Optimization exercise on an open flow, not production practice. RTL: at most simulated, not proved equivalent. The clock port is an ideal driver here. Power: default activity.

### design/flow/flow/bypass_root.tcl
proc bypass_clock_root {} {
  set block [ord::get_db_block]
  set port_net [$block findNet clk0_tb]
  set loads [$port_net getITerms]
  if {[llength $loads] != 1} { puts "BYPASS: port feeds [llength $loads] pins, skipped"; return }
  set root [[lindex $loads 0] getInst]
  set out_net ""
  foreach it [$root getITerms] {
    if {[$it isOutputSignal]} { set out_net [$it getNet] }
  }
  set sinks {}
  foreach it [$out_net getITerms] { if {[$it getInst] != $root} { lappend sinks $it } }
  if {[llength $sinks] > 4} { puts "BYPASS: root feeds [llength $sinks] pins, skipped"; return }
  foreach it $sinks { $it disconnect; $it connect $port_net }
  puts "BYPASS: removed [$root getName], port now feeds [llength $sinks] pins"
  odb::dbInst_destroy $root
  odb::dbNet_destroy $out_net
}

bypass_clock_root
estimate_parasitics -placement
### design/flow/standard.sh
#!/bin/bash
# synth_recipe.tcl (not shown) runs the flow's synth.tcl, then flattens the netlist and writes it again
# the make line also repeats each setting of config.mk as NAME=value (left out here)
make -C /OpenROAD-flow-scripts/flow DESIGN_CONFIG=/design/flow/config.mk WORK_HOME=/design/flow/orfs CLKGATE_MAP_FILE= SYNTH_SCRIPT=/design/flow/synth_recipe.tcl "${@:-finish}"
### design/flow/config.mk
export PLATFORM = sky130hd
export DESIGN_NAME = mem_loop_top
export DESIGN_NICKNAME = mem_loop_top
export VERILOG_FILES = /design/flow/design.v
export SDC_FILE = /design/flow/constraint.sdc
export NUM_CORES = 4
export LEC_CHECK = 0
export ABC_CLOCK_PERIOD_IN_PS = 2500
export CAP_MARGIN = 20
export CORE_MARGIN = 2
export CORE_UTILIZATION = 55
export PLACE_DENSITY = 0.65
export SLEW_MARGIN = 20
export SYNTH_MEMORY_MAX_BITS = 16384
### design/flow/constraint.sdc
create_clock -name core_clock -period 8.0 [get_ports {clk0_tb}]
set_input_delay 1.6000 -clock core_clock [delete_from_list [all_inputs] [get_ports {clk0_tb}]]
set_output_delay 1.6000 -clock core_clock [all_outputs]
set_load 0.01 [all_outputs]
### design/flow/flow/run.sh
#!/bin/bash
set -euo pipefail
cd "$(dirname "$0")/.."
export SETUP_SLACK_MARGIN=5.4
export SETUP_MOVE_SEQUENCE="unbuffer,sizeup,swap,clone"
export BUFFER_PORTS_ARGS="-buffer_cell sky130_fd_sc_hd__buf_2"
export CTS_ARGS="-sink_clustering_enable -sink_clustering_size 30 -sink_clustering_max_diameter 120 -repair_clock_nets -dont_use_dummy_load"
export POST_GLOBAL_PLACE_TCL="$PWD/flow/inbuf.tcl"
export POST_CTS_TCL="$PWD/flow/bypass_root.tcl"
bash standard.sh > standard.log 2>&1
### design/flow/design.v
package mem_pkg;
  typedef enum logic [1:0] {
    CMD_NOP   = 2'd0,
    CMD_WRITE = 2'd1,
    CMD_READ  = 2'd2
  } mem_cmd_t;
  typedef enum logic [1:0] {
    ST_WAIT_INIT = 2'd0,
    ST_IDLE      = 2'd1,
    ST_WRITE     = 2'd2,
    ST_READ      = 2'd3
  } sched_state_t;
endpackage
package stream_pkg;
  typedef enum logic {
    HALF_LO = 1'b0,
    HALF_HI = 1'b1
  } half_t;
endpackage
`timescale 1ns/1ps
module mem_loop_top
#(
  parameter int DATA_WIDTH  = 32,
  parameter int BURST_LEN   = 4,
  parameter int ADDR_WIDTH  = 6,
  parameter int FIFO_DEPTH  = 16,
  parameter int READ_LAT    = 2,
  parameter int INIT_CYCLES = 32
) (
  input  logic                  clk0_tb,
  input  logic                  locked,
  input  logic                  in_valid,
  input  logic [DATA_WIDTH-1:0] in_data,
  output logic                  in_ready,
  output logic                  out_valid,
  output logic [DATA_WIDTH-1:0] out_data,
  input  logic                  out_ready,
  output logic                  init_done
);
  localparam int NS    = 8;                   
  localparam int GROUP = 8;                   
  localparam int PW    = $clog2(GROUP);
  localparam int REVS  = INIT_CYCLES / GROUP;
  localparam int RW    = $clog2(REVS);
  localparam int AW    = $clog2(NS + 1);
  logic [DATA_WIDTH-1:0] slot [0:NS-1];
  logic [NS-1:0]         v;          
  logic [PW-1:0]         in_pos;     
  logic [RW-1:0]         rev;        
  logic [AW-1:0]         avail;      
  logic                  init_nxt;
  logic                  in_take;
  logic                  group_in;   
  logic                  out_free;   
  logic                  gate;       
  logic                  to_out;
  logic [NS-1:0]         load;       
  logic [NS-1:0]         v_nxt;
  assign init_nxt = init_done || ((in_pos == PW'(GROUP - 1)) && (rev == RW'(REVS - 1)));
  assign in_take  = in_valid && in_ready;
  assign group_in = in_take && (in_pos == PW'(GROUP - 1));
  assign out_free = !out_valid || out_ready;
  assign gate     = ((avail != '0) || group_in) && out_free;
  assign to_out   = v[NS-1] && gate;
  always_comb begin
    load[NS-1] = !v[NS-1] || gate;
    for (int i = NS - 2; i >= 1; i--) begin
      load[i] = !v[i] || load[i+1];
    end
    load[0] = !v[0];
  end
  always_comb begin
    v_nxt[0] = (v[0] || in_take) && !load[1];
    v_nxt[1] = load[1] ? (v[0] || in_take) : v[1];
    for (int i = 2; i < NS; i++) begin
      v_nxt[i] = load[i] ? v[i-1] : v[i];
    end
  end
  always_ff @(posedge clk0_tb or negedge locked) begin
    if (!locked) begin
      v         <= '0;
      in_pos    <= '0;
      rev       <= '0;
      avail     <= '0;
      in_ready  <= 1'b0;
      out_valid <= 1'b0;
      init_done <= 1'b0;
    end else begin
      v         <= v_nxt;
      init_done <= init_nxt;
      if (in_take || !init_done) begin
        in_pos <= in_pos + 1'b1;
      end
      if (!init_done && (in_pos == PW'(GROUP - 1))) begin
        rev <= rev + 1'b1;
      end
      if (group_in) begin
        avail <= to_out ? AW'(GROUP - 1) : AW'(GROUP);
      end else if (to_out) begin
        avail <= avail - 1'b1;
      end
      in_ready  <= init_nxt && !v_nxt[0];
      out_valid <= (out_valid && !out_ready) || to_out;
    end
  end
  always_ff @(posedge clk0_tb) begin
    if (load[0]) begin
      slot[0] <= in_data;
    end
    if (load[1]) begin
      slot[1] <= v[0] ? slot[0] : in_data;
    end
    for (int i = 2; i < NS; i++) begin
      if (load[i]) begin
        slot[i] <= slot[i-1];
      end
    end
    if (out_free) begin
      out_data <= slot[NS-1];
    end
  end
endmodule
### design/flow/flow/inbuf.tcl
# in_data port buffers as buf_1: each drives only the 8 buffer entries.
proc shrink_input_buffers {} {
  set db [ord::get_db]
  set block [ord::get_db_block]
  set m [$db findMaster sky130_fd_sc_hd__buf_1]
  set n 0
  foreach bt [$block getBTerms] {
    if {[$bt getIoType] ne "INPUT"} { continue }
    set net [$bt getNet]
    if {$net eq "NULL" || ![string match "in_data*" [$bt getName]]} { continue }
    foreach it [$net getITerms] {
      set inst [$it getInst]
      if {[[$inst getMaster] getName] eq "sky130_fd_sc_hd__buf_2"} {
        $inst swapMaster $m
        incr n
      }
    }
  }
  puts "shrink_input_buffers: $n input buffers now buf_1"
}
shrink_input_buffers
==> results.ini, run 1 <==
[layout]
finalNonFillerCells=723
layout.nets=541
design_area_um2=10800
diodes=0
syn2layout_area_growth_pct=11.2
drive_gt1_share_pct=23.7

[power_and_ir_drop]
p_clk_share_pct=18.5
seq_power_share_pct=69.1
comb_power_share_pct=12.4
peakVddDrop_mv=0.154
switching_share_pct=22.4
power.switching_uw=831
p_per_area_nw_per_um2=343
p_int_mw=2.87
p_leak_nw=3.92
p_total_mw=3.70

[setup_path]
cp.arrival_ns=2.68
critPathMaxStageDelay_ns=0.34
crit_required_ns=8.03
path_class=in2reg
start_kind=input pin
worst-path-buf-inv=2
path_cells=buf_8, and3_4, o21ai_4, nand4_1, buf_6
cp-end-kind=register
cp_top_family=simple AND/OR/NAND/NOR gates
crit_path_top_delay_cell=o21ai_4
crit_fanout=32

[yosys]
ys_ff_latch=308
synthesis.nets=453
ys_seq_area_share_pct=90.9
synth-main-ff-cell=edfxtp_1
synthArstFlopShare_pct=6.49
synth_area_per_cell_um2=23.6
yosysMostFrequentCell=edfxtp_1
synth_top_area_share_pct=79.2
yosys.cell_types.count=37
synth_area_leaders=edfxtp_1 79%, dfxtp_1 6.6%, dfrtp_1 5.2%
syn_inst=412
synth_edf_count=256
yosysWarnings=2
yosys-top-cells-count=256 x edfxtp_1, 36 x mux2_2, 32 x dfxtp_1, 20 x dfrtp_1, 6 x and3_1
syn_area_um2=9710
yosysTopAreaCell=edfxtp_1

[global_routing]
grt_pass1_vias=3345
grt_first_pass_wirelength_um=16500
antenna_found_initial=0
grt_overflow=0
grt_max_degree=34
grt_usage_pct=11.0

[route]
routed_wl_um=10300
vias_per_cell=4.84
wl_per_cell_um=14.2
post-route-drc-count=0
detail-route-antenna-nets=0
dr.first_iter.drc_count=235
first_pass_iters=4
route.vias.total=3500

[floorplan]
rows=48
fp.dieH_um=137
io_pins=71
core_um2=17300
initial_core_util_pct=56.1
die-area_um2=18700
die_x_um=137

[worst_hold_path]
hp-class=reg2reg

[sta]
maxSlewViolCount=0
maxSlewHeadroom_pct=61.0
fin_setup_tns_ns=0
clock-skew-final_ns=0.0563
fmax_ghz=0.377
rsz0062_at_grt=yes
worstMarginPinSlew_ns=0.586
min_period_over_period_pct=33.1
hold_viol=0
fin_crit_ns=2.65
setup_viol=0

[clock_network]
clk_pin_slew_ns=0.09
clock_sinks=308
clkLatencyLatePin_ns=0.34

[placement]
dpl.hpwl_um=6100
placed_cell_area_um2=10300
place_inst=703
portBuffers=70

[run_status]
run_status=timing/DRC/antenna clean

[job]
max_cap_violations=0

final timing paths:
path	start	endpoint	slack, ns	depth (start not counted)
hold / removal	slot[1][2]$_DFFE_PP_	slot[2][2]$_DFFE_PP_	0.38	0
min in group asynchronous	locked	avail[1]$_DFFE_PN0P_	1.19	1
setup / recovery	in_valid	slot[1][2]$_DFFE_PP_	5.35	5
max in group asynchronous	locked	out_valid$_DFF_PN0_	6.47	1
setup reg to reg	avail[1]$_DFFE_PN0P_	slot[1][2]$_DFFE_PP_	5.76	6
hold reg to reg	slot[1][2]$_DFFE_PP_	slot[2][2]$_DFFE_PP_	0.38	0
cell usage in the layout, fill, tap and decap left out, types with 4 or more instances in the layout:
| cell type | count |
|---|---|
| and3_1 | 5 |
| buf_2 | 36 |
| buf_6 | 5 |
| edfxtp_1 | 256 |
| inv_1 | 4 |
| dfrtp_1 | 19 |
| ha_1 | 5 |
| clkbuf_16 | 15 |
| buf_1 | 32 |
| dfxtp_1 | 32 |
| mux2_2 | 36 |
cell type report:
cell class / count / area [um^2]
Clock buffer: 13 / 325
Fill cell: 1194 / 6500
Inverter: 4 / 15.0
Multi-Input combinational cell: 94 / 885
Sequential cell: 308 / 8830
Tap cell: 225 / 282
Timing Repair Buffer: 79 / 464
per-stage QoR:
stage                     hold WS, ns  util [%]  worst slack (ns)
after global placement          0.408      59.8              4.05
after floorplan                 0.400         -              4.24
after detailed placement        0.405      59.5              3.94
after global routing            0.378      62.4              5.28
final                           0.379      62.4              5.35
per-layer routing:
metal,global-route usage (%),part of all wire [%],vias to the layer above
li1,-,-,1763
met4,3.78,2.6,0
met2,15.8,46,99
met1,17.6,46,1617
met3,1.74,4.9,21
met5,0,0,-
power by group through the flow:
| stage | combinational (mW) | sequential (mW) | clock [mW] |
|---|---|---|---|
| 2_1_floorplan | 0.257 | 2.59 | 0 |
| 3_3_place_gp | 0.403 | 2.58 | 0 |
| 3_5_place_dp | 0.424 | 2.60 | 0 |
| 5_1_grt | 0.510 | 2.62 | 0.778 |
| 6_report | 0.459 | 2.56 | 0.686 |
sequential cells by signal (all words and copies together) (netlist names):
signal,count
out_valid,1
slot,256
in_pos,3
rev,2
v,8
in_ready,1
avail,4
out_data,32
init_done,1
cell families after synthesis:
family	count (synthesis)	synth area share, %
muxes	36	4.17
buffers and inverters	14	0.747
DFF	308	90.9
adders and majority gates	5	0.644
AOI/OAI and AO/OA	19	1.69
xor gates and xnor gates	3	0.271
and+or+nand+nor	27	1.57
Testbench counts, summed over its fixed seeds: cycles 7,339.
==> inputs of run 2 (changes only) <==
==> design/flow/flow/run.sh (replaced) <==
#!/bin/bash
set -euo pipefail
cd "$(dirname "$0")/.."
export SETUP_SLACK_MARGIN=5.65
export BUFFER_PORTS_ARGS="-buffer_cell sky130_fd_sc_hd__buf_2"
export CTS_ARGS="-sink_clustering_enable -sink_clustering_size 30 -sink_clustering_max_diameter 120 -repair_clock_nets -dont_use_dummy_load"
export POST_GLOBAL_PLACE_TCL="$PWD/flow/inbuf.tcl"
export POST_CTS_TCL="$PWD/flow/bypass_root.tcl"
bash standard.sh > standard.log 2>&1
==> run 2 against run 1 <==
- synthesized cell count did not move
- fmax fell by 2.8%
- critical path type unchanged
- largest cell class unchanged
- clock power rose by 2%
- via count rose by 7.1%
- sequential share of layout area fell by 6.0 points
- count of clock-buffer cells in the layout did not move
- critical path depth rose by 4
- cell area rose by 8.0%
==> results.ini, run 2 <==
[yosys]
syn_inst=412  ; unchanged
yosys-top-cells-count=256 x edfxtp_1, 36 x mux2_2, 32 x dfxtp_1, 20 x dfrtp_1, 6 x and3_1  ; unchanged
synth_edf_count=256  ; unchanged
synth-main-ff-cell=edfxtp_1  ; unchanged
yosysWarnings=2  ; unchanged
synth_top_area_share_pct=79.2  ; unchanged
ys_seq_area_share_pct=90.9  ; unchanged
synthArstFlopShare_pct=6.49  ; unchanged
yosysMostFrequentCell=edfxtp_1  ; unchanged
yosysTopAreaCell=edfxtp_1  ; unchanged
synth_area_leaders=edfxtp_1 79%, dfxtp_1 6.6%, dfrtp_1 5.2%  ; unchanged
yosys.cell_types.count=37  ; unchanged
synthesis.nets=453  ; unchanged
ys_ff_latch=308  ; unchanged
syn_area_um2=9710  ; unchanged
synth_area_per_cell_um2=23.6  ; unchanged

[sta]
rsz0062_at_grt=yes  ; unchanged
maxSlewHeadroom_pct=30.4  ; was 61.0%
fin_setup_tns_ns=0  ; unchanged
setup_viol=0  ; unchanged
hold_viol=0  ; unchanged
fin_crit_ns=2.73  ; was 2.65 ns
clock-skew-final_ns=0.0618  ; was 0.0563 ns
timing.hold.ws_ns=0.386  ; was 0.379 ns
maxSlewViolCount=0  ; unchanged
worstMarginPinSlew_ns=1.04  ; was 0.586 ns
min_period_over_period_pct=34.1  ; was 33.1%
fmax_ghz=0.367  ; was 0.377 GHz

[floorplan]
core_um2=17300  ; unchanged
io_pins=71  ; unchanged
die-area_um2=18700  ; unchanged
rows=48  ; unchanged
initial_core_util_pct=56.1  ; unchanged
die_x_um=137  ; unchanged
fp.dieH_um=137  ; unchanged

[setup_path]
crit_end=slot[4][19]$_DFFE_PP_  ; was slot[1][2]$_DFFE_PP_
r2r_slack_ns=5.40  ; was 5.76 ns
crit_start=in_valid  ; unchanged
crit_required_ns=8.10  ; was 8.03 ns
path_class=in2reg  ; unchanged
crit_fanout=16  ; was 32
start_kind=input pin  ; unchanged
timing.rr.start=v[7]$_DFFE_PN0P_  ; was avail[1]$_DFFE_PN0P_
cp.arrival_ns=2.83  ; was 2.68 ns
cp-end-kind=register  ; unchanged
reg2regPathDepth=4  ; was 6
reg2reg_to=slot[4][19]$_DFFE_PP_  ; was slot[1][2]$_DFFE_PP_

[placement]
portBuffers=70  ; unchanged
place_inst=703  ; unchanged
dpl.hpwl_um=6190  ; was 6100 um

[global_routing]
antenna_found_initial=0  ; unchanged
grt_pass1_vias=3712  ; was 3345
grt_overflow=0  ; unchanged
grt_first_pass_wirelength_um=20200  ; was 16500 um
grt_usage_pct=14.3  ; was 11.0%
grt_max_degree=34  ; unchanged

[layout]
finalNonFillerCells=770  ; was 723
largest_register_ffs=256  ; unchanged
largestRegisters=slot x256, out_data x32, v x8  ; unchanged
multiInputGateArea_um2=972  ; was 885 um^2
ff_latch_area_um2=8830  ; unchanged
largest-register=slot  ; unchanged
syn2layout_area_growth_pct=20.1  ; was 11.2%
diodes=0  ; unchanged
final_cell_mix=256 x edfxtp_1, 35 x mux2_2, 35 x buf_2  ; was 256 x edfxtp_1, 36 x mux2_2, 36 x buf_2
layout.nets=588  ; was 541
drive_gt1_share_pct=30.8  ; was 23.7%
fillers=1126  ; was 1194
layout_commonest_cell=edfxtp_1  ; unchanged
post-route-util_pct=67.4  ; was 62.4%

[route]
route.vias.total=3747  ; was 3500
routed_wl_um=12800  ; was 10300 um
first_pass_iters=4  ; unchanged
wl_per_cell_um=16.7  ; was 14.2 um
post-route-drc-count=0  ; unchanged
vias_per_cell=4.87  ; was 4.84
dr.first_iter.drc_count=226  ; was 235
detail-route-antenna-nets=0  ; unchanged

[clock_network]
clk_pin_slew_ns=0.10  ; was 0.09 ns
clkLatencyLatePin_ns=0.35  ; was 0.34 ns
clock_sinks=308  ; unchanged

[power_and_ir_drop]
p_leak_nw=4.33  ; was 3.92 nW
p_per_area_nw_per_um2=349  ; was 343 nW/um^2
peakVddDrop_mv=0.169  ; was 0.154 mV

[job]
max_cap_violations=0  ; unchanged

[worst_hold_path]
hp-class=reg2reg  ; unchanged
worstHoldStart=slot[1][30]$_DFFE_PP_  ; was slot[1][2]$_DFFE_PP_
whs_path_depth=0  ; unchanged

[run_status]
run_status=timing/DRC/antenna clean  ; unchanged

==> run 2: cell count changes in the layout (fill, tap and decap cells not counted), sizes merged <==
cell,change
buf,+49
clkbuf,-2
nand2,+2
and3,-1
o21ai,-1
==> run 2: worst max-delay path, cell delays in order <==
cell,delay (ns)
buf_8,0.09
and3_4,0.18
o21ai_4,0.15
buf_12,0.12
buf_4,0.10
buf_6,0.09
nand4_1,0.13
buf_4,0.21
buf_12,0.14
==> run 2: cells by family after synthesis <==
family / after synthesis / synth area share (%)
AOI/OAI and AO/OA: 19 / 1.69
adders and majority gates: 5 / 0.644
buffers and inverters: 14 / 0.747
muxes: 36 / 4.17
and+or+nand+nor: 27 / 1.57
DFF: 308 / 90.9
xor gates and xnor gates: 3 / 0.271
==> run 2: layout make-up <==
type                    count  share of cell area (%)
repair buffers            126                    10.6
inverters                   4                   0.129
flip-flops and latches    308                    75.7
clock buffers              13                    2.79
well taps                 225                    2.41
multi-input cells          94                    8.34
==> run 2: worst min path at each step <==
stage / end
2_1_floorplan: out_data[0]$_DFFE_PN_
3_3_place_gp: slot[3][4]$_DFFE_PP_
3_5_place_dp: out_data[18]$_DFFE_PN_
5_1_grt: slot[2][30]$_DFFE_PP_
6_report: slot[2][30]$_DFFE_PP_
==> run 2: stage by stage <==
step                total power [mW]  setup WS, ns  cell area (um^2)
floorplan                       2.86          4.24              9750
global placement                3.00          4.38             10400
finish                          4.07          5.27             11700
global route                    4.27          5.26             11700
detailed placement              3.04          4.29             10300
==> run 2: metal layers <==
layer / track usage (%) / vias up / part of all wire (%)
li1: - / 1864 / -
met5: 0 / - / 0
met1: 19.4 / 1781 / 41
met3: 2.15 / 20 / 4.1
met2: 24.4 / 82 / 52
met4: 3.95 / 0 / 2.2
==> run 2: report_power, final <==
part	internal (mW)	leakage [nW]	switching, mW
clock network	0.295	0.160	0.406
registers	2.42	3.13	0.156
logic	0.387	1.04	0.408
==> inputs of run 3 (changes only) <==
==> design/flow/flow/run.sh (replaced) <==
#!/bin/bash
set -euo pipefail
cd "$(dirname "$0")/.."
export SETUP_SLACK_MARGIN=5.45
export BUFFER_PORTS_ARGS="-buffer_cell sky130_fd_sc_hd__buf_2"
export CTS_ARGS="-sink_clustering_enable -sink_clustering_size 30 -sink_clustering_max_diameter 120 -repair_clock_nets -dont_use_dummy_load"
export POST_GLOBAL_PLACE_TCL="$PWD/flow/inbuf.tcl"
export POST_CTS_TCL="$PWD/flow/bypass_root.tcl"
bash standard.sh > standard.log 2>&1
==> run 3 against run 2 <==
- sequential cell count unchanged
- via count decreased by 5.3%
- global-route usage decreased by 3.1 points
- clock power decreased by 2%
- critical path type unchanged
==> results.ini, run 3 <==
[power_and_ir_drop]
power.switching_uw=840  ; was 969 uW
p_int_mw=2.91  ; was 3.10 mW
p_leak_nw=4.00  ; was 4.33 nW
comb_power_share_pct=13.4  ; was 19.5%
p_per_area_nw_per_um2=343  ; was 349 nW/um^2
p_clk_share_pct=18.3  ; was 17.2%
switching_share_pct=22.4  ; was 23.8%
peakVddDrop_mv=0.157  ; was 0.169 mV
seq_power_share_pct=68.3  ; was 63.3%

[global_routing]
grt_first_pass_wirelength_um=16800  ; was 20200 um
grt_max_degree=34  ; unchanged
antenna_found_initial=0  ; unchanged
grt_pass1_vias=3402  ; was 3712
grt_usage_pct=11.2  ; was 14.3%
grt_overflow=0  ; unchanged

[yosys]
synth_top_area_share_pct=79.2  ; unchanged
syn_area_um2=9710  ; unchanged
synth_area_leaders=edfxtp_1 79%, dfxtp_1 6.6%, dfrtp_1 5.2%  ; unchanged
synth-main-ff-cell=edfxtp_1  ; unchanged
yosysTopAreaCell=edfxtp_1  ; unchanged
synthesis.nets=453  ; unchanged
yosysMostFrequentCell=edfxtp_1  ; unchanged
ys_seq_area_share_pct=90.9  ; unchanged
yosysWarnings=2  ; unchanged
synth_area_per_cell_um2=23.6  ; unchanged
synthArstFlopShare_pct=6.49  ; unchanged
yosys-top-cells-count=256 x edfxtp_1, 36 x mux2_2, 32 x dfxtp_1, 20 x dfrtp_1, 6 x and3_1  ; unchanged
yosys.cell_types.count=37  ; unchanged
synth_edf_count=256  ; unchanged
syn_inst=412  ; unchanged
ys_ff_latch=308  ; unchanged

[job]
max_cap_violations=0  ; unchanged

[worst_hold_path]
whs_path_depth=0  ; unchanged
hp-class=reg2reg  ; unchanged
worstHoldStart=slot[1][4]$_DFFE_PP_  ; was slot[1][30]$_DFFE_PP_
holdPathEnd=slot[2][4]$_DFFE_PP_  ; was slot[2][30]$_DFFE_PP_

[sta]
maxSlewHeadroom_pct=62.6  ; was 30.4%
maxSlewViolCount=0  ; unchanged
clock-skew-final_ns=0.0505  ; was 0.0618 ns
fin_setup_tns_ns=0  ; unchanged
fin_crit_ns=2.59  ; was 2.73 ns
fmax_ghz=0.387  ; was 0.367 GHz
setup_viol=0  ; unchanged
worstMarginPinSlew_ns=0.561  ; was 1.04 ns
rsz0062_at_grt=yes  ; unchanged
hold_viol=0  ; unchanged
min_period_over_period_pct=32.3  ; was 34.1%
timing.hold.ws_ns=0.365  ; was 0.386 ns

[setup_path]
timing.rr.start=avail[1]$_DFFE_PN0P_  ; was v[7]$_DFFE_PN0P_
cp-end-kind=register  ; unchanged
reg2reg_to=slot[1][2]$_DFFE_PP_  ; was slot[4][19]$_DFFE_PP_
r2r_slack_ns=5.85  ; was 5.40 ns
crit_required_ns=8.07  ; was 8.10 ns
cp.arrival_ns=2.66  ; was 2.83 ns
crit_path_top_delay_cell=buf_6  ; was buf_4
reg2regPathDepth=8  ; was 4
crit_path_frequent_cell=buf_12
worst-path-buf-inv=4  ; was 6
crit_fanout=8  ; was 16
start_kind=input pin  ; unchanged
cp_top_family=buffers and inverters  ; unchanged
critPathMaxStageDelay_ns=0.20  ; was 0.21 ns
path_cells=buf_8, and3_4, o21ai_4, buf_12, nand4_1, buf_6, buf_12  ; was buf_8, and3_4, o21ai_4, buf_12, buf_4, buf_6, nand4_1, buf_4, buf_12
path_class=in2reg  ; unchanged

[clock_network]
clkLatencyLatePin_ns=0.36  ; was 0.35 ns
clk_pin_slew_ns=0.10  ; about the same
clock_sinks=308  ; unchanged

[route]
vias_per_cell=4.81  ; was 4.87
routed_wl_um=10300  ; was 12800 um
wl_per_cell_um=13.9  ; was 16.7 um
dr.first_iter.drc_count=231  ; was 226
first_pass_iters=4  ; unchanged
route.vias.total=3548  ; was 3747
detail-route-antenna-nets=0  ; unchanged
post-route-drc-count=0  ; unchanged

[layout]
diodes=0  ; unchanged
largest_register_ffs=256  ; unchanged
fillers=1211  ; was 1126
layout.nets=556  ; was 588
syn2layout_area_growth_pct=12.5  ; was 20.1%
ff_latch_area_um2=8830  ; unchanged
largestRegisters=slot x256, out_data x32, v x8  ; unchanged
layout_commonest_cell=edfxtp_1  ; unchanged
final_cell_mix=256 x edfxtp_1, 36 x mux2_2, 36 x buf_2  ; was 256 x edfxtp_1, 35 x mux2_2, 35 x buf_2
drive_gt1_share_pct=25.7  ; was 30.8%
multiInputGateArea_um2=856  ; was 972 um^2
largest-register=slot  ; unchanged

[placement]
portBuffers=70  ; unchanged
dpl.hpwl_um=6150  ; was 6190 um

[run_status]
run_status=timing/DRC/antenna clean  ; unchanged

[floorplan]
initial_core_util_pct=56.1  ; unchanged
die_x_um=137  ; unchanged
fp.dieH_um=137  ; unchanged
rows=48  ; unchanged
die-area_um2=18700  ; unchanged
core_um2=17300  ; unchanged
io_pins=71  ; unchanged

run 3: cell counts after synthesis:
No cell type changed its count.
run 3: kinds of logic (layout without fill, tap and decap cells):
kind of cell    after synthesis  count (layout)  share of synthesized area, %
compound gates               19              19                          1.69
mux                          36              36                          4.17
xor+xnor                      3               3                         0.271
flops                       308             308                          90.9
buf+inv                      14             113                         0.747
simple gates                 27              29                          1.57
fa+ha+maj                     5               5                         0.644
run 3: layout make-up:
cell class	count	share of cell area, %
Sequential cell	308	80.8
Timing Repair Buffer	96	5.69
Tap cell	225	2.58
Inverter	4	0.137
Clock buffer	13	2.98
Multi-Input combinational cell	92	7.83
run 3: routing by layer:
metal,vias to the layer above,track usage [%],wire length [um]
met1,1661,17.4,4700
li1,1791,-,-
met4,0,3.61,262
met2,80,16.8,4850
met3,16,1.59,435
met5,-,0,0
run 3: worst register-to-register path: stages, from the launching register on:
cell     delay (ns)
dfrtp_1        0.40
inv_1          0.09
ha_1           0.18
or3b_4         0.42
o21ai_4        0.21
buf_12         0.14
nand4_1        0.12
buf_6          0.20
buf_12         0.14
run 3: worst max-delay path by stage:
| stage | from | end | slack [ns] | depth (start not counted) |
|---|---|---|---|---|
| 3_5_place_dp | out_ready | slot[7][23]$_DFFE_PP_ | 3.93 | 4 |
| 3_3_place_gp | out_ready | slot[7][23]$_DFFE_PP_ | 4.06 | 4 |
| 5_1_grt | in_valid | slot[1][2]$_DFFE_PP_ | 5.35 | 7 |
| 6_report | in_valid | slot[1][2]$_DFFE_PP_ | 5.41 | 7 |
| 2_1_floorplan | in_valid | slot[1][0]$_DFFE_PP_ | 4.24 | 5 |
run 3: stage by stage:
step | instances | power (mW) | instance area (um^2) | utilization, % | setup slack, ns
after floorplan | 412 | 2.85 | 9730 | - | 4.24
after global placement | 703 | 2.99 | 10300 | 59.8 | 4.06
after detailed placement | 703 | 3.03 | 10300 | 59.5 | 3.93
after global routing | 738 | 3.96 | 10900 | 63.2 | 5.35
final | 738 | 3.75 | 10900 | 63.2 | 5.41
run 3: power groups by stage:
stage | registers (mW) | clock network, mW | logic [mW]
5_1_grt | 2.62 | 0.779 | 0.560
2_1_floorplan | 2.59 | 0 | 0.260
3_5_place_dp | 2.61 | 0 | 0.424
6_report | 2.56 | 0.687 | 0.503
3_3_place_gp | 2.59 | 0 | 0.403
==> inputs of run 4 (changes only) <==
==> design/flow/flow/run.sh (replaced) <==
#!/bin/bash
set -euo pipefail
cd "$(dirname "$0")/.."
export SETUP_SLACK_MARGIN=5.5
export BUFFER_PORTS_ARGS="-buffer_cell sky130_fd_sc_hd__buf_2"
export CTS_ARGS="-sink_clustering_enable -sink_clustering_size 30 -sink_clustering_max_diameter 120 -repair_clock_nets -dont_use_dummy_load"
export POST_GLOBAL_PLACE_TCL="$PWD/flow/inbuf.tcl"
export POST_CTS_TCL="$PWD/flow/bypass_root.tcl"
bash standard.sh > standard.log 2>&1
--- a/design/flow/config.mk
+++ b/design/flow/config.mk
@@ -8,7 +8,7 @@
 export ABC_CLOCK_PERIOD_IN_PS = 2500
 export CAP_MARGIN = 20
 export CORE_MARGIN = 2
-export CORE_UTILIZATION = 55
-export PLACE_DENSITY = 0.65
+export CORE_UTILIZATION = 60
+export PLACE_DENSITY = 0.7
 export SLEW_MARGIN = 20
 export SYNTH_MEMORY_MAX_BITS = 16384
==> run 4 against run 3 <==
- still clean on timing, DRC and antenna
- critical path depth unchanged
- final cell count down 1.5%
- via count down 4.1%
- total power about the same
- cell area up 0.63%
- fmax down 1.2%
- die area down 8.1%
- clock skew down 0.0023 ns
- combinational power up 4.0%
- highest routed layer unchanged
==> results.ini, run 4 <==
[setup_path]
critPathMaxStageDelay_ns=0.20  ; about the same
crit_path_top_delay_cell=o21ai_4  ; was buf_6
cp_top_family=buffers and inverters  ; unchanged
path_cells=buf_8, and3_4, o21ai_4, buf_12, nand4_1, buf_6, buf_12  ; unchanged
crit_required_ns=8.06  ; was 8.07 ns
cp-end-kind=register  ; unchanged
worst-path-buf-inv=4  ; unchanged
crit_fanout=8  ; unchanged
path_class=in2reg  ; unchanged
start_kind=input pin  ; unchanged
cp.arrival_ns=2.68  ; was 2.66 ns
crit_path_frequent_cell=buf_12  ; unchanged

[route]
route.vias.total=3403  ; was 3548
routed_wl_um=9810  ; was 10300 um
vias_per_cell=4.68  ; was 4.81
wl_per_cell_um=13.5  ; was 13.9 um
dr.first_iter.drc_count=164  ; was 231
first_pass_iters=4  ; unchanged
post-route-drc-count=0  ; unchanged
detail-route-antenna-nets=0  ; unchanged

[yosys]
yosysTopAreaCell=edfxtp_1  ; unchanged
synthArstFlopShare_pct=6.49  ; unchanged
synth_area_leaders=edfxtp_1 79%, dfxtp_1 6.6%, dfrtp_1 5.2%  ; unchanged
ys_ff_latch=308  ; unchanged
synth-simple-area-share_pct=1.57  ; unchanged
synth_fa_ha_area_share_pct=0.644  ; unchanged
synth_area_per_cell_um2=23.6  ; unchanged
synth-xor-area-share_pct=0.271  ; unchanged
synth_edf_count=256  ; unchanged
yosysWarnings=2  ; unchanged
synth_top_family_by_area=multiplexers  ; unchanged
ys_seq_area_share_pct=90.9  ; unchanged
synth-main-ff-cell=edfxtp_1  ; unchanged
yosys.cell_types.count=37  ; unchanged
yosys-top-cells-count=256 x edfxtp_1, 36 x mux2_2, 32 x dfxtp_1, 20 x dfrtp_1, 6 x and3_1  ; unchanged
synth_top_area_share_pct=79.2  ; unchanged
syn_area_um2=9710  ; unchanged
synth_compound_area_share_pct=1.69  ; unchanged
synthesis.nets=453  ; unchanged
syn_inst=412  ; unchanged
yosysMostFrequentCell=edfxtp_1  ; unchanged
synthMuxAreaShare_pct=4.17  ; unchanged

[job]
max_cap_violations=0  ; unchanged

[floorplan]
core_um2=15800  ; was 17300 um^2
rows=46  ; was 48
fp.dieH_um=131  ; was 137 um
die-area_um2=17200  ; was 18700 um^2
die_x_um=131  ; was 137 um
initial_core_util_pct=61.4  ; was 56.1%
io_pins=71  ; unchanged

[sta]
worstMarginPinSlew_ns=0.555  ; was 0.561 ns
maxSlewHeadroom_pct=63.0  ; was 62.6%
fmax_ghz=0.382  ; was 0.387 GHz
hold_viol=0  ; unchanged
fin_setup_tns_ns=0  ; unchanged
clock-skew-final_ns=0.0482  ; was 0.0505 ns
setup_viol=0  ; unchanged
fin_crit_ns=2.62  ; was 2.59 ns
maxSlewViolCount=0  ; unchanged
rsz0062_at_grt=yes  ; unchanged
min_period_over_period_pct=32.7  ; was 32.3%

[global_routing]
grt_overflow=0  ; unchanged
grt_usage_pct=10.6  ; was 11.2%
grt_max_degree=34  ; unchanged
grt_first_pass_wirelength_um=14900  ; was 16800 um
grt_pass1_vias=3104  ; was 3402
antenna_found_initial=0  ; unchanged

[layout]
drive_gt1_share_pct=25.8  ; was 25.7%
final_cell_mix=256 x edfxtp_1, 36 x buf_2, 35 x mux2_2  ; was 256 x edfxtp_1, 36 x mux2_2, 36 x buf_2
layout.nets=554  ; was 556
layout_commonest_cell=edfxtp_1  ; unchanged
largest_register_ffs=256  ; unchanged
largest-register=slot  ; unchanged
fillers=1045  ; was 1211
syn2layout_area_growth_pct=13.2  ; was 12.5%
post-route-util_pct=69.5  ; was 63.2%
largestRegisters=slot x256, out_data x32, v x8  ; unchanged
diodes=0  ; unchanged

[power_and_ir_drop]
peakVddDrop_mv=0.199  ; was 0.157 mV
p_leak_nw=4.03  ; was 4.00 nW
p_per_area_nw_per_um2=341  ; was 343 nW/um^2

[worst_hold_path]
hp-class=reg2reg  ; unchanged

[placement]
dpl.hpwl_um=5590  ; was 6150 um
portBuffers=70  ; unchanged

[clock_network]
clock_sinks=308  ; unchanged
clk_pin_slew_ns=0.10  ; about the same
clkLatencyLatePin_ns=0.35  ; was 0.36 ns

[run_status]
run_status=timing/DRC/antenna clean  ; unchanged

[run 4: cells by family (layout without fill, tap and decap cells)]
kind of cell    after synthesis  in the layout
simple gates                 27             29
compound gates               19             19
buf+inv                      14            111
flops                       308            308
xor+xnor                      3              3
mux                          36             36
fa+ha+maj                     5              5
[run 4: stage by stage]
stage	power [mW]	instances	worst slack, ns	hold WS [ns]	area (um^2)
2_1_floorplan	2.86	412	4.24	0.400	9750
3_5_place_dp	3.01	694	4.35	0.405	10300
3_3_place_gp	2.99	694	4.41	0.405	10300
5_1_grt	3.93	727	5.36	0.396	11000
6_report	3.75	727	5.38	0.385	11000
[run 4: report_power, final]
group / total, mW / switching (mW) / internal [mW]
clock: 0.678 / 0.384 / 0.294
sequential: 2.55 / 0.130 / 2.42
combinational: 0.523 / 0.312 / 0.211
[run 4: layer usage]
layer | share of wire [%] | wire, um | track usage, %
met1 | 45 | 4440 | 14.5
met2 | 48 | 4720 | 17.7
met3 | 4.3 | 419 | 1.81
met4 | 2.4 | 236 | 3.62
met5 | 0 | 0 | 0
[run 4: worst paths after layout]
path | cells after the start | endpoint | slack (ns) | from
setup / recovery | 7 | slot[1][8]$_DFFE_PP_ | 5.38 | in_valid
hold / removal | 0 | slot[3][3]$_DFFE_PP_ | 0.38 | slot[2][3]$_DFFE_PP_
setup reg to reg | 8 | slot[1][8]$_DFFE_PP_ | 5.78 | avail[0]$_DFFE_PN0P_
hold reg to reg | 0 | slot[3][3]$_DFFE_PP_ | 0.38 | slot[2][3]$_DFFE_PP_
max in group asynchronous | 1 | in_pos[2]$_DFFE_PN0P_ | 6.43 | locked
min in group asynchronous | 1 | in_pos[0]$_DFFE_PN0P_ | 1.19 | locked
[run 4: final cells by class]
class                           instances  area, um^2  share of cell area [%]
Inverter                                4        15.0                   0.137
Sequential cell                       308        8830                    80.3
Clock buffer                           13         325                    2.96
Timing Repair Buffer                   94         672                    6.11
Multi-Input combinational cell         92         886                    8.05
Tap cell                              216         270                    2.46
[run 4: worst reg2reg max path, delay by kind of cell (launching register included)]
family                     cells  cell delay [ns]
adders and majority gates      1             0.21
AOI/OAI and AO/OA              1             0.24
DFF                            1             0.39
buffers and inverters          4             0.58
and+or+nand+nor                2             0.54
==> inputs of run 5 (changes only) <==
--- a/design/flow/config.mk
+++ b/design/flow/config.mk
@@ -8,7 +8,7 @@
 export ABC_CLOCK_PERIOD_IN_PS = 2500
 export CAP_MARGIN = 20
 export CORE_MARGIN = 2
-export CORE_UTILIZATION = 60
-export PLACE_DENSITY = 0.7
+export CORE_UTILIZATION = 45
+export PLACE_DENSITY = 0.55
 export SLEW_MARGIN = 20
 export SYNTH_MEMORY_MAX_BITS = 16384
==> run 5 against run 4 <==
- still clean
- via count rose by 1.9%
- worst setup slack improved by 0.027 ns
- core utilization fell by 17 points
- clock power rose by 3%
- synthesized area did not move
- routed wire length rose by 8.0%
==> results.ini, run 5 <==
[run_status]
run_status=timing/DRC/antenna clean  ; unchanged

[power_and_ir_drop]
power.switching_uw=841  ; was 826 uW
p_clk_share_pct=18.6  ; was 18.1%
switching_share_pct=22.4  ; was 22.0%
peakVddDrop_mv=0.136  ; was 0.199 mV
seq_power_share_pct=68.2  ; was 67.9%
comb_power_share_pct=13.3  ; was 14.0%
p_leak_nw=3.99  ; was 4.03 nW
p_int_mw=2.91  ; was 2.92 mW
p_per_area_nw_per_um2=341  ; about the same

[yosys]
synth_compound_area_share_pct=1.69  ; unchanged
synthArstFlopShare_pct=6.49  ; unchanged
synth_top_family_by_area=multiplexers  ; unchanged
yosysTopAreaCell=edfxtp_1  ; unchanged
synthesis.nets=453  ; unchanged
synth_area_leaders=edfxtp_1 79%, dfxtp_1 6.6%, dfrtp_1 5.2%  ; unchanged
synth-main-ff-cell=edfxtp_1  ; unchanged
yosys.cell_types.count=37  ; unchanged
synth_edf_count=256  ; unchanged
yosysWarnings=2  ; unchanged
syn_area_um2=9710  ; unchanged
yosys-top-cells-count=256 x edfxtp_1, 36 x mux2_2, 32 x dfxtp_1, 20 x dfrtp_1, 6 x and3_1  ; unchanged
synth_area_per_cell_um2=23.6  ; unchanged
synth-simple-area-share_pct=1.57  ; unchanged
syn_inst=412  ; unchanged
synthMuxAreaShare_pct=4.17  ; unchanged
synth_fa_ha_area_share_pct=0.644  ; unchanged
synth_top_area_share_pct=79.2  ; unchanged
yosysMostFrequentCell=edfxtp_1  ; unchanged
synth-xor-area-share_pct=0.271  ; unchanged
ys_ff_latch=308  ; unchanged
ys_seq_area_share_pct=90.9  ; unchanged

[layout]
layout_commonest_cell=edfxtp_1  ; unchanged
ff_latch_area_um2=8830  ; unchanged
finalNonFillerCells=784  ; was 727
drive_gt1_share_pct=25.3  ; was 25.8%
design_area_um2=11000  ; about the same
post-route-util_pct=52.1  ; was 69.5%
diodes=0  ; unchanged
largestRegisters=slot x256, out_data x32, v x8  ; unchanged
largest_register_ffs=256  ; unchanged
multiInputGateArea_um2=873  ; was 886 um^2
syn2layout_area_growth_pct=13.1  ; was 13.2%
largest-register=slot  ; unchanged
layout.nets=552  ; was 554
fillers=1662  ; was 1045
final_cell_mix=256 x edfxtp_1, 35 x mux2_2, 35 x buf_2  ; was 256 x edfxtp_1, 36 x buf_2, 35 x mux2_2

[floorplan]
io_pins=71  ; unchanged
rows=53  ; was 46
fp.dieH_um=151  ; was 131 um
initial_core_util_pct=46.1  ; was 61.4%
die-area_um2=22800  ; was 17200 um^2
core_um2=21100  ; was 15800 um^2
die_x_um=151  ; was 131 um

[global_routing]
grt_max_degree=34  ; unchanged
grt_usage_pct=9.81  ; was 10.6%
grt_pass1_vias=3459  ; was 3104
grt_first_pass_wirelength_um=17700  ; was 14900 um
antenna_found_initial=0  ; unchanged
grt_overflow=0  ; unchanged

[route]
post-route-drc-count=0  ; unchanged
wl_per_cell_um=13.5  ; about the same
routed_wl_um=10600  ; was 9810 um
detail-route-antenna-nets=0  ; unchanged
dr.first_iter.drc_count=166  ; was 164
first_pass_iters=4  ; unchanged
route.vias.total=3468  ; was 3403
vias_per_cell=4.42  ; was 4.68

[clock_network]
clkLatencyLatePin_ns=0.35  ; about the same
clock_sinks=308  ; unchanged
clk_pin_slew_ns=0.10  ; about the same

[sta]
fin_crit_ns=2.59  ; was 2.62 ns
maxSlewViolCount=0  ; unchanged
rsz0062_at_grt=yes  ; unchanged
fin_setup_tns_ns=0  ; unchanged
fmax_ghz=0.386  ; was 0.382 GHz
clock-skew-final_ns=0.0651  ; was 0.0482 ns
hold_viol=0  ; unchanged
worstMarginPinSlew_ns=0.527  ; was 0.555 ns
setup_viol=0  ; unchanged
maxSlewHeadroom_pct=64.8  ; was 63.0%
timing.hold.ws_ns=0.367  ; was 0.385 ns
min_period_over_period_pct=32.4  ; was 32.7%

[worst_hold_path]
hp-class=reg2reg  ; unchanged

[setup_path]
start_kind=input pin  ; unchanged
crit_fanout=8  ; unchanged
cp-end-kind=register  ; unchanged
crit_required_ns=8.06  ; about the same
path_class=in2reg  ; unchanged
cp.arrival_ns=2.64  ; was 2.68 ns

[placement]
place_inst=753  ; was 694
portBuffers=70  ; unchanged
placed_cell_area_um2=10400  ; was 10300 um^2
dpl.hpwl_um=6450  ; was 5590 um

[job]
max_cap_violations=0  ; unchanged

[run 5: cell counts after synthesis]
Identical to the previous run, type by type.
[run 5: cell families after synthesis]
| logic type | after synthesis |
|---|---|
| AND/OR/NAND/NOR | 27 |
| buffers and inverters | 14 |
| flip-flops | 308 |
| AO/OA/AOI/OAI | 19 |
| XOR/XNOR | 3 |
| multiplexers | 36 |
| adder cells (fa/ha/maj) | 5 |
[run 5: critical path: stages]
cell and delay (ns):
buf_8 0.10, and3_4 0.18, o21ai_4 0.17, buf_12 0.14, nand4_1 0.10, buf_6 0.19, buf_12 0.14
[run 5: final timing paths]
path | depth (start not counted) | slack [ns] | end | start
min in group asynchronous | 1 | 1.19 | avail[3]$_DFFE_PN0P_ | locked
worst max-delay path | 7 | 5.41 | slot[1][31]$_DFFE_PP_ | in_valid
worst min register to register | 0 | 0.37 | slot[2][2]$_DFFE_PP_ | slot[1][2]$_DFFE_PP_
worst max register to register | 8 | 5.79 | slot[1][31]$_DFFE_PP_ | avail[0]$_DFFE_PN0P_
max in group asynchronous | 1 | 6.48 | out_valid$_DFF_PN0_ | locked
worst min-delay path | 0 | 0.37 | slot[2][2]$_DFFE_PP_ | slot[1][2]$_DFFE_PP_
[run 5: final cells by class]
class,count,area share [%]
clock buffers,13,2.96
inverters,4,0.137
multi-input cells,92,7.95
flip-flops and latches,308,80.4
repair buffers,92,5.39
well taps,275,3.13
[run 5: per-layer routing]
layer  vias to the layer above  share of wire, %  track usage (%)
met3                        17               4.3             1.60
met1                      1600                48             14.5
met2                        70                44             15.0
met4                         0               3.1             3.50
li1                       1781                 -                -
met5                         -                 0                0
[run 5: power by group through the flow]
stage          clock [mW]  sequential, mW  combinational, mW
2_1_floorplan           0            2.60              0.267
3_3_place_gp            0            2.59              0.413
3_5_place_dp            0            2.61              0.427
5_1_grt             0.777            2.61              0.561
6_report            0.695            2.55              0.497
[run 5: stage by stage]
| stage | total power, mW | setup slack, ns |
|---|---|---|
| after floorplan | 2.86 | 4.24 |
| after global placement | 3.01 | 4.36 |
| after detailed placement | 3.03 | 4.31 |
| after global routing | 3.95 | 5.38 |
| final | 3.75 | 5.41 |
==> inputs of run 6 (changes only) <==
==> design/flow/flow/run.sh (replaced) <==
#!/bin/bash
set -euo pipefail
cd "$(dirname "$0")/.."
export SETUP_SLACK_MARGIN=5.4
export BUFFER_PORTS_ARGS="-buffer_cell sky130_fd_sc_hd__buf_2"
export CTS_ARGS="-sink_clustering_enable -sink_clustering_size 30 -sink_clustering_max_diameter 120 -repair_clock_nets -dont_use_dummy_load"
export POST_GLOBAL_PLACE_TCL="$PWD/flow/inbuf.tcl"
export POST_CTS_TCL="$PWD/flow/bypass_root.tcl"
bash standard.sh > standard.log 2>&1
--- a/design/flow/config.mk
+++ b/design/flow/config.mk
@@ -8,7 +8,7 @@
 export ABC_CLOCK_PERIOD_IN_PS = 2500
 export CAP_MARGIN = 20
 export CORE_MARGIN = 2
-export CORE_UTILIZATION = 45
-export PLACE_DENSITY = 0.55
+export CORE_UTILIZATION = 50
+export PLACE_DENSITY = 0.6
 export SLEW_MARGIN = 20
 export SYNTH_MEMORY_MAX_BITS = 16384
==> run 6 against run 5 <==
- count of clock-buffer cells in the layout unchanged
- synthesized cell count unchanged
- total power fell by 0.33%
- largest power group unchanged
- cell area decreased by 1.5%
- global-route usage up 0.73 points
- sequential share of layout area rose by 1.2 points
- clock power is essentially flat
- via count is 1.8% higher
- routed wire length about the same
- combinational power down 5.0%
- critical path type unchanged
==> results.ini, run 6 <==
[setup_path]
path_cells=buf_2, and3_4, o21ai_4, nand4_1, buf_8  ; was buf_8, and3_4, o21ai_4, buf_12, nand4_1, buf_6, buf_12
reg2regPathDepth=6  ; was 8
r2r_slack_ns=5.89  ; was 5.79 ns
crit_fanout=32  ; was 8
reg2reg_to=slot[1][5]$_DFFE_PP_  ; was slot[1][31]$_DFFE_PP_
critPathMaxStageDelay_ns=0.25  ; was 0.19 ns
timing.rr.start=avail[1]$_DFFE_PN0P_  ; was avail[0]$_DFFE_PN0P_
cp-end-kind=register  ; unchanged
start_kind=input pin  ; unchanged
path_class=in2reg  ; unchanged
crit_required_ns=8.05  ; was 8.06 ns
crit_path_top_delay_cell=buf_8  ; was buf_6
cp.arrival_ns=2.61  ; was 2.64 ns

[global_routing]
antenna_found_initial=0  ; unchanged
grt_overflow=0  ; unchanged
grt_first_pass_wirelength_um=17500  ; was 17700 um
grt_max_degree=34  ; unchanged
grt_pass1_vias=3576  ; was 3459
grt_usage_pct=10.5  ; was 9.81%

[clock_network]
clkLatencyLatePin_ns=0.35  ; about the same
clk_pin_slew_ns=0.10  ; about the same
clock_sinks=308  ; unchanged

[placement]
portBuffers=70  ; unchanged
dpl.hpwl_um=6690  ; was 6450 um

[yosys]
synthArstFlopShare_pct=6.49  ; unchanged
yosysMostFrequentCell=edfxtp_1  ; unchanged
syn_inst=412  ; unchanged
synth-main-ff-cell=edfxtp_1  ; unchanged
yosysTopAreaCell=edfxtp_1  ; unchanged
synth_area_per_cell_um2=23.6  ; unchanged
synthesis.nets=453  ; unchanged
syn_area_um2=9710  ; unchanged
synth_area_leaders=edfxtp_1 79%, dfxtp_1 6.6%, dfrtp_1 5.2%  ; unchanged
ys_seq_area_share_pct=90.9  ; unchanged
synth_edf_count=256  ; unchanged
yosys-top-cells-count=256 x edfxtp_1, 36 x mux2_2, 32 x dfxtp_1, 20 x dfrtp_1, 6 x and3_1  ; unchanged
synth_top_area_share_pct=79.2  ; unchanged
ys_ff_latch=308  ; unchanged
yosys.cell_types.count=37  ; unchanged
yosysWarnings=2  ; unchanged

[power_and_ir_drop]
p_leak_nw=3.91  ; was 3.99 nW
power.switching_uw=852  ; was 841 uW
p_total_mw=3.73  ; was 3.75 mW
p_per_area_nw_per_um2=345  ; was 341 nW/um^2
comb_power_share_pct=12.6  ; was 13.3%
seq_power_share_pct=68.7  ; was 68.2%
p_int_mw=2.88  ; was 2.91 mW
p_clk_share_pct=18.6  ; about the same
peakVddDrop_mv=0.190  ; was 0.136 mV
switching_share_pct=22.8  ; was 22.4%

[layout]
diodes=0  ; unchanged
largest_register_ffs=256  ; unchanged
multiInputGateArea_um2=882  ; was 873 um^2
largestRegisters=slot x256, out_data x32, v x8  ; unchanged
drive_gt1_share_pct=24.0  ; was 25.3%
post-route-util_pct=57.3  ; was 52.1%
fillers=1434  ; was 1662
layout_commonest_cell=edfxtp_1  ; unchanged
syn2layout_area_growth_pct=11.4  ; was 13.1%
layout.nets=544  ; was 552
final_cell_mix=256 x edfxtp_1, 37 x buf_2, 36 x mux2_2  ; was 256 x edfxtp_1, 35 x mux2_2, 35 x buf_2
largest-register=slot  ; unchanged
ff_latch_area_um2=8830  ; unchanged

[floorplan]
core_um2=18900  ; was 21100 um^2
rows=50  ; was 53
fp.dieH_um=143  ; was 151 um
die-area_um2=20600  ; was 22800 um^2
io_pins=71  ; unchanged
die_x_um=143  ; was 151 um
initial_core_util_pct=51.4  ; was 46.1%

[route]
routed_wl_um=10600  ; about the same
vias_per_cell=4.64  ; was 4.42
wl_met2_um=4860  ; was 4700 um
route.vias.total=3532  ; was 3468
dr.first_iter.drc_count=318  ; was 166
post-route-drc-count=0  ; unchanged
detail-route-antenna-nets=0  ; unchanged
first_pass_iters=4  ; unchanged
met3_length_um=438  ; was 456 um
wl_per_cell_um=13.9  ; was 13.5 um
top_layer=met4  ; unchanged
drt-met1-wl_um=5050  ; was 5120 um

[sta]
min_period_over_period_pct=32.0  ; was 32.4%
maxSlewHeadroom_pct=60.5  ; was 64.8%
clock-skew-final_ns=0.0502  ; was 0.0651 ns
worstMarginPinSlew_ns=0.593  ; was 0.527 ns
fin_setup_tns_ns=0  ; unchanged
setup_viol=0  ; unchanged
fin_crit_ns=2.56  ; was 2.59 ns
rsz0062_at_grt=yes  ; unchanged
maxSlewViolCount=0  ; unchanged
fmax_ghz=0.390  ; was 0.386 GHz
hold_viol=0  ; unchanged

[worst_hold_path]
worstHoldStart=slot[2][5]$_DFFE_PP_  ; was slot[1][2]$_DFFE_PP_
whs_path_depth=0  ; unchanged
hp-class=reg2reg  ; unchanged
holdPathEnd=slot[3][5]$_DFFE_PP_  ; was slot[2][2]$_DFFE_PP_

[run_status]
run_status=timing/DRC/antenna clean  ; unchanged

[job]
max_cap_violations=0  ; unchanged

run 6: cell counts after synthesis:
Identical to the previous run, type by type.
run 6: power by group through the flow:
stage / clock [mW] / combinational [mW] / sequential [mW]
2_1_floorplan: 0 / 0.257 / 2.59
3_3_place_gp: 0 / 0.406 / 2.59
3_5_place_dp: 0 / 0.427 / 2.62
5_1_grt: 0.778 / 0.526 / 2.63
6_report: 0.696 / 0.472 / 2.57
run 6: worst max-delay path, delay by kind of cell:
kind	cells	cell delay [ns]
AO/OA/AOI/OAI	1	0.24
buffers and inverters	2	0.37
AND/OR/NAND/NOR	2	0.40
run 6: logic make-up after synthesis:
| logic type | after synthesis | synth area share (%) |
|---|---|---|
| buffers and inverters | 14 | 0.747 |
| DFF | 308 | 90.9 |
| muxes | 36 | 4.17 |
| and+or+nand+nor | 27 | 1.57 |
| adders and majority gates | 5 | 0.644 |
| xor gates and xnor gates | 3 | 0.271 |
| AOI/OAI and AO/OA | 19 | 1.69 |
run 6: routing by layer:
| layer | global-route usage (%) | vias to the layer above |
|---|---|---|
| met4 | 3.30 | 0 |
| met3 | 1.83 | 20 |
| met2 | 15.9 | 82 |
| li1 | - | 1765 |
| met5 | 0 | - |
| met1 | 15.9 | 1665 |
run 6: final cells by class:
| class | instances | share of cell area, % |
|---|---|---|
| sequential | 308 | 81.6 |
| multi-input combinational | 93 | 8.15 |
| timing repair buffer | 83 | 4.07 |
| clock buffer | 13 | 3.01 |
| tap | 260 | 3.01 |
| inverter | 4 | 0.139 |
run 6: metrics by stage:
| step | hold slack, ns | std cells | area [um^2] | setup WS, ns |
|---|---|---|---|---|
| 2_1_floorplan | 0.400 | 412 | 9720 | 4.24 |
| 3_5_place_dp | 0.405 | 738 | 10300 | 3.88 |
| 5_1_grt | 0.368 | 761 | 10800 | 5.34 |
| 3_3_place_gp | 0.406 | 738 | 10400 | 4.04 |
| 6_report | 0.364 | 761 | 10800 | 5.44 |
run 6: worst max-delay path by stage:
stage / from / to / slack, ns / cells after the start
floorplan: in_valid / slot[1][0]$_DFFE_PP_ / 4.24 / 5
global placement: out_ready / slot[7][22]$_DFFE_PP_ / 4.04 / 4
detailed placement: out_ready / slot[6][27]$_DFFE_PP_ / 3.88 / 4
global route: in_valid / slot[1][5]$_DFFE_PP_ / 5.34 / 5
finish: in_valid / slot[1][5]$_DFFE_PP_ / 5.44 / 5
==> inputs of run 7 (changes only) <==
--- a/design/flow/flow/run.sh
+++ b/design/flow/flow/run.sh
@@ -2,6 +2,7 @@
 set -euo pipefail
 cd "$(dirname "$0")/.."
 export SETUP_SLACK_MARGIN=5.4
+export SKIP_GATE_CLONING=1
 export BUFFER_PORTS_ARGS="-buffer_cell sky130_fd_sc_hd__buf_2"
 export CTS_ARGS="-sink_clustering_enable -sink_clustering_size 30 -sink_clustering_max_diameter 120 -repair_clock_nets -dont_use_dummy_load"
 export POST_GLOBAL_PLACE_TCL="$PWD/flow/inbuf.tcl"
==> run 7 against run 6 <==
- via count decreased by 0.48%
- synthesized area unchanged
- clock power about the same
- count of clock-buffer cells in the layout unchanged
- still clean
- largest cell class unchanged
- worst setup slack got worse by 0.037 ns
- critical path type unchanged
- largest power group unchanged
- critical endpoint unchanged
- cell area about the same
- highest routed layer unchanged
==> results.ini, run 7 <==
[run_status]
run_status=timing/DRC/antenna clean  ; unchanged

[layout]
layout.nets=542  ; was 544
fillers=1429  ; was 1434
syn2layout_area_growth_pct=11.3  ; was 11.4%
largest-register=slot  ; unchanged
largestRegisters=slot x256, out_data x32, v x8  ; unchanged
diodes=0  ; unchanged
largest_register_ffs=256  ; unchanged
final_cell_mix=256 x edfxtp_1, 38 x buf_2, 36 x mux2_2  ; was 256 x edfxtp_1, 37 x buf_2, 36 x mux2_2
drive_gt1_share_pct=23.4  ; was 24.0%
layout_commonest_cell=edfxtp_1  ; unchanged

[setup_path]
reg2regPathDepth=7  ; was 6
timing.rr.start=avail[1]$_DFFE_PN0P_  ; unchanged
cp-end-kind=register  ; unchanged
crit_required_ns=8.06  ; was 8.05 ns
reg2reg_to=slot[1][5]$_DFFE_PP_  ; unchanged
crit_end=slot[1][5]$_DFFE_PP_  ; unchanged
cp.arrival_ns=2.66  ; was 2.61 ns
r2r_slack_ns=5.91  ; was 5.89 ns
crit_start=in_valid  ; unchanged
crit_fanout=32  ; unchanged
path_class=in2reg  ; unchanged
start_kind=input pin  ; unchanged

[sta]
setup_viol=0  ; unchanged
clock-skew-final_ns=0.0502  ; about the same
hold_viol=0  ; unchanged
worstMarginPinSlew_ns=0.549  ; was 0.593 ns
timing.hold.ws_ns=0.366  ; was 0.364 ns
fmax_ghz=0.385  ; was 0.390 GHz
min_period_over_period_pct=32.5  ; was 32.0%
rsz0062_at_grt=yes  ; unchanged
fin_setup_tns_ns=0  ; unchanged
maxSlewViolCount=0  ; unchanged
fin_crit_ns=2.60  ; was 2.56 ns
maxSlewHeadroom_pct=63.4  ; was 60.5%

[floorplan]
fp.dieH_um=143  ; unchanged
rows=50  ; unchanged
io_pins=71  ; unchanged
initial_core_util_pct=51.4  ; unchanged
die-area_um2=20600  ; unchanged
core_um2=18900  ; unchanged
die_x_um=143  ; unchanged

[route]
dr.first_iter.drc_count=308  ; was 318
route.vias.total=3515  ; was 3532
routed_wl_um=10400  ; was 10600 um
detail-route-antenna-nets=0  ; unchanged
vias_per_cell=4.63  ; was 4.64
post-route-drc-count=0  ; unchanged
first_pass_iters=4  ; unchanged
wl_per_cell_um=13.7  ; was 13.9 um

[power_and_ir_drop]
p_per_area_nw_per_um2=344  ; was 345 nW/um^2
p_leak_nw=3.92  ; was 3.91 nW
peakVddDrop_mv=0.190  ; about the same

[yosys]
syn_inst=412  ; unchanged
synth_area_per_cell_um2=23.6  ; unchanged
ys_ff_latch=308  ; unchanged
synth-main-ff-cell=edfxtp_1  ; unchanged
synthMuxAreaShare_pct=4.17  ; unchanged
synth-simple-area-share_pct=1.57  ; unchanged
yosys.cell_types.count=37  ; unchanged
yosysMostFrequentCell=edfxtp_1  ; unchanged
yosysWarnings=2  ; unchanged
synth_fa_ha_area_share_pct=0.644  ; unchanged
synth_top_family_by_area=multiplexers  ; unchanged
synthesis.nets=453  ; unchanged
synth_edf_count=256  ; unchanged
ys_seq_area_share_pct=90.9  ; unchanged
yosysTopAreaCell=edfxtp_1  ; unchanged
synthArstFlopShare_pct=6.49  ; unchanged
syn_area_um2=9710  ; unchanged
synth_top_area_share_pct=79.2  ; unchanged
synth_area_leaders=edfxtp_1 79%, dfxtp_1 6.6%, dfrtp_1 5.2%  ; unchanged
yosys-top-cells-count=256 x edfxtp_1, 36 x mux2_2, 32 x dfxtp_1, 20 x dfrtp_1, 6 x and3_1  ; unchanged
synth_compound_area_share_pct=1.69  ; unchanged
synth-xor-area-share_pct=0.271  ; unchanged

[global_routing]
antenna_found_initial=0  ; unchanged
grt_max_degree=34  ; unchanged
grt_overflow=0  ; unchanged
grt_first_pass_wirelength_um=17400  ; was 17500 um
grt_pass1_vias=3571  ; was 3576
grt_usage_pct=10.4  ; was 10.5%

[clock_network]
clock_sinks=308  ; unchanged
clk_pin_slew_ns=0.10  ; about the same
clkLatencyLatePin_ns=0.35  ; about the same

[worst_hold_path]
hp-class=reg2reg  ; unchanged
worstHoldStart=slot[2][5]$_DFFE_PP_  ; unchanged

[placement]
dpl.hpwl_um=6690  ; unchanged
portBuffers=70  ; unchanged

[job]
max_cap_violations=0  ; unchanged

## run 7: cell families (layout without fill, tap and decap cells)
logic type | after synthesis | after routing
flops | 308 | 308
mux | 36 | 36
simple gates | 27 | 27
compound gates | 19 | 19
buf+inv | 14 | 101
fa+ha+maj | 5 | 5
xor+xnor | 3 | 3
## run 7: where the power goes
part           internal, mW  switching [mW]  total (mW)
Sequential             2.42           0.145        2.56
Combinational         0.170           0.294       0.464
Clock                 0.295           0.400       0.694
Total                  2.88           0.838        3.72
## run 7: layer usage
metal	vias up	wire length, um	GRT usage, %
met5	-	0	0
met4	0	244	3.30
met3	20	449	1.83
met2	84	4720	15.7
met1	1652	4970	15.9
li1	1759	-	-
## run 7: metrics by stage
stage	power (mW)	util, %	worst slack (ns)	cells	cell area (um^2)
global route	3.92	57.2	5.33	759	10800
global placement	2.99	55.0	4.04	738	10400
detailed placement	3.04	54.7	3.88	738	10300
floorplan	2.85	-	4.24	412	9720
finish	3.72	57.2	5.40	759	10800
## run 7: how the worst min path moves through the flow
stage | end | slack, ns | cells past startpoint
final | slot[3][5]$_DFFE_PP_ | 0.37 | 0
after global routing | slot[3][5]$_DFFE_PP_ | 0.37 | 0
after detailed placement | out_data[10]$_DFFE_PN_ | 0.40 | 0
after global placement | slot[3][30]$_DFFE_PP_ | 0.41 | 0
after floorplan | out_data[0]$_DFFE_PN_ | 0.40 | 0
## run 7: layout make-up
| type | count | area [um^2] | share of cell area (%) |
|---|---|---|---|
| well taps | 260 | 325 | 3.01 |
| flip-flops and latches | 308 | 8830 | 81.7 |
| multi-input cells | 90 | 838 | 7.75 |
| inverters | 4 | 15.0 | 0.139 |
| clock buffers | 13 | 325 | 3.01 |
| repair buffers | 84 | 479 | 4.43 |
## run 7: worst max-delay path: stages
cell and delay [ns]:
buf_2 0.12, and3_4 0.22, o21ai_4 0.17, buf_12 0.15, nand4_1 0.15, buf_12 0.24
==> inputs of run 8 (changes only) <==
==> design/flow/flow/run.sh (replaced) <==
#!/bin/bash
set -euo pipefail
cd "$(dirname "$0")/.."
export SETUP_SLACK_MARGIN=5.4
export BUFFER_PORTS_ARGS="-buffer_cell sky130_fd_sc_hd__buf_2"
export CTS_ARGS="-sink_clustering_enable -sink_clustering_size 30 -sink_clustering_max_diameter 120 -repair_clock_nets -dont_use_dummy_load"
export POST_GLOBAL_PLACE_TCL="$PWD/flow/inbuf.tcl"
export POST_CTS_TCL="$PWD/flow/bypass_root.tcl"
bash standard.sh > standard.log 2>&1
--- a/design/flow/config.mk
+++ b/design/flow/config.mk
@@ -9,6 +9,7 @@
 export CAP_MARGIN = 20
 export CORE_MARGIN = 2
 export CORE_UTILIZATION = 50
+export GPL_ROUTABILITY_DRIVEN = 0
 export PLACE_DENSITY = 0.6
 export SLEW_MARGIN = 20
 export SYNTH_MEMORY_MAX_BITS = 16384
==> run 8 against run 7 <==
- synthesized area unchanged
- final cell count increased by 0.26%
- largest cell class unchanged
- critical path type unchanged
- first-iteration DRC count increased by 3.2%
- largest power group unchanged
==> results.ini, run 8 <==
[floorplan]
core_um2=18900  ; unchanged
initial_core_util_pct=51.4  ; unchanged
rows=50  ; unchanged
fp.dieH_um=143  ; unchanged
die_x_um=143  ; unchanged
io_pins=71  ; unchanged
die-area_um2=20600  ; unchanged

[yosys]
ys_ff_latch=308  ; unchanged
yosysWarnings=2  ; unchanged
syn_area_um2=9710  ; unchanged
synth_top_area_share_pct=79.2  ; unchanged
synth_edf_count=256  ; unchanged
yosys-top-cells-count=256 x edfxtp_1, 36 x mux2_2, 32 x dfxtp_1, 20 x dfrtp_1, 6 x and3_1  ; unchanged
synthArstFlopShare_pct=6.49  ; unchanged
ys_seq_area_share_pct=90.9  ; unchanged
yosys.cell_types.count=37  ; unchanged
yosysTopAreaCell=edfxtp_1  ; unchanged
synth-main-ff-cell=edfxtp_1  ; unchanged
yosysMostFrequentCell=edfxtp_1  ; unchanged
synth_area_per_cell_um2=23.6  ; unchanged

[global_routing]
grt_overflow=0  ; unchanged
antenna_found_initial=0  ; unchanged
grt_max_degree=34  ; unchanged
grt_first_pass_wirelength_um=17500  ; was 17400 um

[sta]
maxSlewHeadroom_pct=60.5  ; was 63.4%
min_period_over_period_pct=32.0  ; was 32.5%
fin_setup_tns_ns=0  ; unchanged
clock-skew-final_ns=0.0502  ; about the same
rsz0062_at_grt=yes  ; unchanged
maxSlewViolCount=0  ; unchanged
worstMarginPinSlew_ns=0.593  ; was 0.549 ns

[setup_path]
cp.arrival_ns=2.61  ; was 2.66 ns
reg2reg_to=slot[1][5]$_DFFE_PP_  ; unchanged
cp-end-kind=register  ; unchanged
timing.rr.start=avail[1]$_DFFE_PN0P_  ; unchanged
crit_end=slot[1][5]$_DFFE_PP_  ; unchanged
r2r_slack_ns=5.89  ; was 5.91 ns
crit_start=in_valid  ; unchanged
crit_fanout=32  ; unchanged
crit_required_ns=8.05  ; was 8.06 ns

[layout]
layout.nets=544  ; was 542
fillers=1434  ; was 1429
drive_gt1_share_pct=24.0  ; was 23.4%
largestRegisters=slot x256, out_data x32, v x8  ; unchanged
largest_register_ffs=256  ; unchanged
multiInputGateArea_um2=882  ; was 838 um^2
ff_latch_area_um2=8830  ; about the same
largest-register=slot  ; unchanged
final_cell_mix=256 x edfxtp_1, 37 x buf_2, 36 x mux2_2  ; was 256 x edfxtp_1, 38 x buf_2, 36 x mux2_2
design_area_um2=10800  ; about the same
diodes=0  ; unchanged
finalNonFillerCells=761  ; was 759
layout_commonest_cell=edfxtp_1  ; unchanged
syn2layout_area_growth_pct=11.4  ; was 11.3%

[clock_network]
clk_pin_slew_ns=0.10  ; about the same
clock_sinks=308  ; unchanged
clkLatencyLatePin_ns=0.35  ; about the same

[route]
dr.first_iter.drc_count=318  ; was 308
vias_per_cell=4.64  ; was 4.63
route.vias.total=3532  ; was 3515
first_pass_iters=4  ; unchanged
drt-met1-wl_um=5050  ; was 4970 um
post-route-drc-count=0  ; unchanged

[worst_hold_path]
worstHoldStart=slot[2][5]$_DFFE_PP_  ; unchanged
hp-class=reg2reg  ; unchanged

[placement]
place_inst=738  ; unchanged
portBuffers=70  ; unchanged

[power_and_ir_drop]
p_leak_nw=3.91  ; was 3.92 nW
p_per_area_nw_per_um2=345  ; was 344 nW/um^2

[run_status]
run_status=timing/DRC/antenna clean  ; unchanged

[job]
max_cap_violations=0  ; unchanged

run 8: worst min-delay path by stage:
stage	depth (start not counted)	endpoint	slack [ns]
6_report	0	slot[3][5]$_DFFE_PP_	0.36
5_1_grt	0	slot[3][5]$_DFFE_PP_	0.37
3_5_place_dp	0	out_data[10]$_DFFE_PN_	0.40
3_3_place_gp	0	slot[3][30]$_DFFE_PP_	0.41
2_1_floorplan	0	out_data[0]$_DFFE_PN_	0.40
run 8: stage by stage:
stage | hold WS (ns) | utilization, % | power (mW) | setup slack, ns
2_1_floorplan | 0.400 | - | 2.85 | 4.24
3_3_place_gp | 0.406 | 55.0 | 2.99 | 4.04
3_5_place_dp | 0.405 | 54.7 | 3.04 | 3.88
5_1_grt | 0.368 | 57.3 | 3.93 | 5.34
6_report | 0.364 | 57.3 | 3.73 | 5.44
run 8: layout make-up:
class | instances | share of cell area, %
clock buffers | 13 | 3.01
inverters | 4 | 0.139
multi-input cells | 93 | 8.15
flip-flops and latches | 308 | 81.6
well taps | 260 | 3.01
repair buffers | 83 | 4.07
run 8: report_power, final:
part | leakage, nW | internal (mW) | switching, mW
logic | 0.615 | 0.167 | 0.305
registers | 3.13 | 2.42 | 0.147
clock network | 0.160 | 0.295 | 0.401
total | 3.91 | 2.88 | 0.852
run 8: worst max-delay path, cell delays in order:
cell and delay [ns]:
buf_2 0.12, and3_4 0.23, o21ai_4 0.24, nand4_1 0.17, buf_8 0.25
run 8: cell families after synthesis:
logic type               Yosys count  synth area share [%]
AO/OA/AOI/OAI                     19                  1.69
buffers and inverters             14                 0.747
flip-flops                       308                  90.9
adder cells (fa/ha/maj)            5                 0.644
multiplexers                      36                  4.17
AND/OR/NAND/NOR                   27                  1.57
XOR/XNOR                           3                 0.271
run 8: layer usage:
layer | track usage [%] | up-vias
met5 | 0 | -
met4 | 3.30 | 0
met3 | 1.83 | 20
met2 | 15.9 | 82
met1 | 15.9 | 1665
li1 | - | 1765
